Background: an optimization exercise with open tools, aiming at small area, a short achievable clock period and few clock cycles per item. Do not read the settings as production practice.
Where RTL was checked, it was by simulation tests only, not by an equivalence proof against the original.

Design rgb_to_hsv_pixel_top, start of the top module:
module rgb_to_hsv_pixel_top (
   input  logic        clock,
   input  logic        reset,
   input  logic        pix_valid,
   output logic        pix_ready,
   input  logic [7:0]  pix_red,
   input  logic [7:0]  pix_green,
   input  logic [7:0]  pix_blue,
   output logic        hsv_valid,
   input  logic        hsv_ready,
   output logic [14:0] hsv_hue,
   output logic [7:0]  hsv_saturation,
   output logic [7:0]  hsv_brightness,
   output logic        hsv_is_gray
);
   logic [0:0] rg_1;
   logic [0:0] rb_2;
   logic [0:0] gb_3;
   logic [0:0] isr_4;
   logic [0:0] isg_5;
   logic [1:0] sec_6;
   logic [7:0] mx_7;
   logic [7:0] md_8;
   logic [7:0] mn_9;
   logic [0:0] neg_10;
   logic v1;
   logic [1:0] s1_sec;
   logic [7:0] s1_mx;
   logic [7:0] s1_md;
   logic [7:0] s1_mn;
   logic [0:0] s1_neg;
   logic [7:0] dl_11;
   logic [7:0] d_12;
   logic [11:0] d15_13;
   logic [7:0] hR_14;
   logic [3:0] hL_15;
   logic v2;
   logic [1:0] s2_sec;
   logic [7:0] s2_mx;
   logic [0:0] s2_neg;
   logic [7:0] s2_dl;
   logic [7:0] s2_hR;
   logic [3:0] s2_hL;
   logic [2:0] hL_16;
   logic [8:0] hT_17;
   logic [9:0] hD_18;
   logic [0:0] hge_19;
   logic [7:0] hR_20;
   logic [0:0] hQ_21;
   logic [1:0] hL_22;
   logic [8:0] hT_23;
   logic [9:0] hD_24;
   logic [0:0] hge_25;
   logic [7:0] hR_26;
   logic [1:0] hQ_27;
   logic v3;
   logic [1:0] s3_sec;
   logic [7:0] s3_mx;
   logic [0:0] s3_neg;
   logic [7:0] s3_dl;
   logic [7:0] s3_hR;
   logic [1:0] s3_hL;
   logic [1:0] s3_hQ;
   logic [0:0] hL_28;
   logic [8:0] hT_29;
   logic [9:0] hD_30;
   logic [0:0] hge_31;
   logic [7:0] hR_32;
   logic [2:0] hQ_33;
   logic [8:0] hT_34;
   logic [9:0] hD_35;
   logic [0:0] hge_36;
   logic [7:0] hR_37;
   logic [3:0] hQ_38;
   logic [0:0] sb_39;
   logic [7:0] sR_40;
   logic v4;
   logic [1:0] s4_sec;
   logic [7:0] s4_mx;
   logic [0:0] s4_neg;
   logic [7:0] s4_dl;
   logic [7:0] s4_hR;
  ...
==> flow/config.mk <==
export PLATFORM = sky130hd
export DESIGN_NAME = rgb_to_hsv_pixel_top
export DESIGN_NICKNAME = rgb_to_hsv_pixel_top
export VERILOG_FILES = /design/flow/design.v
export SDC_FILE = /design/flow/constraint.sdc
export NUM_CORES = 4
export LEC_CHECK = 0
export ABC_AREA = 1
export CAP_MARGIN = 20
export CORE_MARGIN = 2
export CORE_UTILIZATION = 40
export CTS_CLUSTER_DIAMETER = 80
export CTS_CLUSTER_SIZE = 24
export SETUP_SLACK_MARGIN = 4.75
export SLEW_MARGIN = 20
export TNS_END_PERCENT = 10
==> flow/constraint.sdc <==
create_clock -name core_clock -period 8.5 [get_ports {clock}]
set_input_delay 1.7000 -clock core_clock [delete_from_list [all_inputs] [get_ports {clock}]]
set_output_delay 1.7000 -clock core_clock [all_outputs]
set_load 0.01 [all_outputs]
standard.sh (not shown) runs the stock make flow with config.mk's settings and CLKGATE_MAP_FILE= SYNTH_SCRIPT=/design/flow/synth_recipe.tcl, a recipe that flattens the netlist after the stock synthesis.
==> flow/flow/run.sh <==
#!/bin/bash
# The standard layout (the standard.sh, unchanged synthesis) with two
# changes: port buffers use the small sky130_fd_sc_hd__buf_2 cell, and clock
# tree synthesis adds no dummy loads. Every port still gets its buffer.
export BUFFER_PORTS_ARGS="-buffer_cell sky130_fd_sc_hd__buf_2"
export CTS_ARGS="-sink_clustering_enable -repair_clock_nets -sink_clustering_size 24 -sink_clustering_max_diameter 80 -dont_use_dummy_load"
bash standard.sh > standard.log 2>&1
The first run finished clean.
Testbench counts at the start, summed over its fixed seeds: cycles 16,064, items 16,000.
==> next run, changes <==
==> flow/run.sh (new file) <==
#!/bin/bash
# synth_recipe.tcl (not shown) runs the flow's synth.tcl, then flattens the netlist and writes it again
# the make line also repeats each setting of config.mk as NAME=value (left out here)
make -C /OpenROAD-flow-scripts/flow DESIGN_CONFIG=/design/flow/config.mk WORK_HOME=/design/flow/orfs CLKGATE_MAP_FILE= SYNTH_SCRIPT=/design/flow/synth_recipe.tcl finish
--- a/flow/config.mk
+++ b/flow/config.mk
@@ -13,0 +14 @@
+export PLACE_DENSITY = 0.7
removed: flow/flow/run.sh
removed: flow/standard.sh
Result:
- die area stays the same
- setup slack gets better by 70 ps
- synthesized cell count stays the same
- routed wire length falls by 1.6%
- sequential cell count is unchanged
- cell area went up by 2.7%
- non-clock buffer count grows by 14
- first-iteration DRC count increases by 21%
- register-to-register slack improved by 70 ps
- utilization rose by 1.2 points


rgb_to_hsv_pixel_top, a different RTL version from the one above (not shown whole).
For scale: ~380 flip-flops, roughly 62 I/O pins, ~0.022 mm² of cells after synthesis.
clock: 8.5 ns
lec_check: 0
abc_clock_period_in_ps: 3500
cap_margin: 20
core_margin: 2
core_utilization: 40
setup_slack_margin: 4.5
slew_margin: 20
run.sh (not shown) runs the stock make flow with config.mk's settings and CLKGATE_MAP_FILE= SYNTH_SCRIPT=/design/flow/synth_recipe.tcl, a recipe that flattens the netlist after the stock synthesis.
Stock flow here: none of the scripts above is used.
The baseline passed the timing, design-rule and antenna checks.
Next try:
SETUP_SLACK_MARGIN = 5   (was 4.5)
Effect: The new run went through all stages and came out clean. Synthesized area is unchanged. Clock-buffer cell count goes up by 5. Final cell count climbs by 1.2%. Maximum frequency goes down by 1.5%. Via count went up by 1.5%.
Next try:
CORE_UTILIZATION = 65   (was 40)
Effect:
- The changed run ran to the end with no violations
- design area shrinks by about 1.7%
- setup slack loses 0.031 ns
- area after synthesis stays the same
- critical path depth shrinks by 6
- clock skew grows by 0.0044 ns
- register-to-register slack loses 0.03 ns
No functional check of the RTL was part of any run of this note.

## static timing again, ports no longer ideal
No port has a modelled driver above. Below, the same layouts with a new extraction and two added sets of constraints. Step 1 sets driving cells, clkbuf_16 on the clock port and buf_2 on the other inputs (assumed; they add their load-dependent delay and slew). Step 2 times the ports against the registers' clock, not the clock port: input delays grow and output delays shrink by t, the midpoint of the rising clock arrivals with the driver on. Slacks: ideal ports / drivers / drivers and shift; pairs: ideal ports / drivers.
| run | shift t [ns] | setup slack, ns | worst slew at a driven data input, ns |
|---|---|---|---|
| the first run of note 1 | 0.557 | 4.650 / 4.626 / 4.346 | 0.04 |
| the second run of note 1 | 0.559 | 4.720 / 4.696 / 4.191 | 0.04 |
| the first run of note 2 | 0.616 | 4.485 / 4.485 / 4.330 | 0.05 |
| the second run of note 2 | 0.625 | 4.424 / 4.424 / 4.424 | 0.05 |
| the third run of note 2 | 0.607 | 4.393 / 4.393 / 4.393 | 0.04 |
After both steps setup and hold are still met in every run listed. The setup slack of the second run of note 1, which loses most, moves by -0.024 ns with the drivers and by -0.529 ns with both steps.
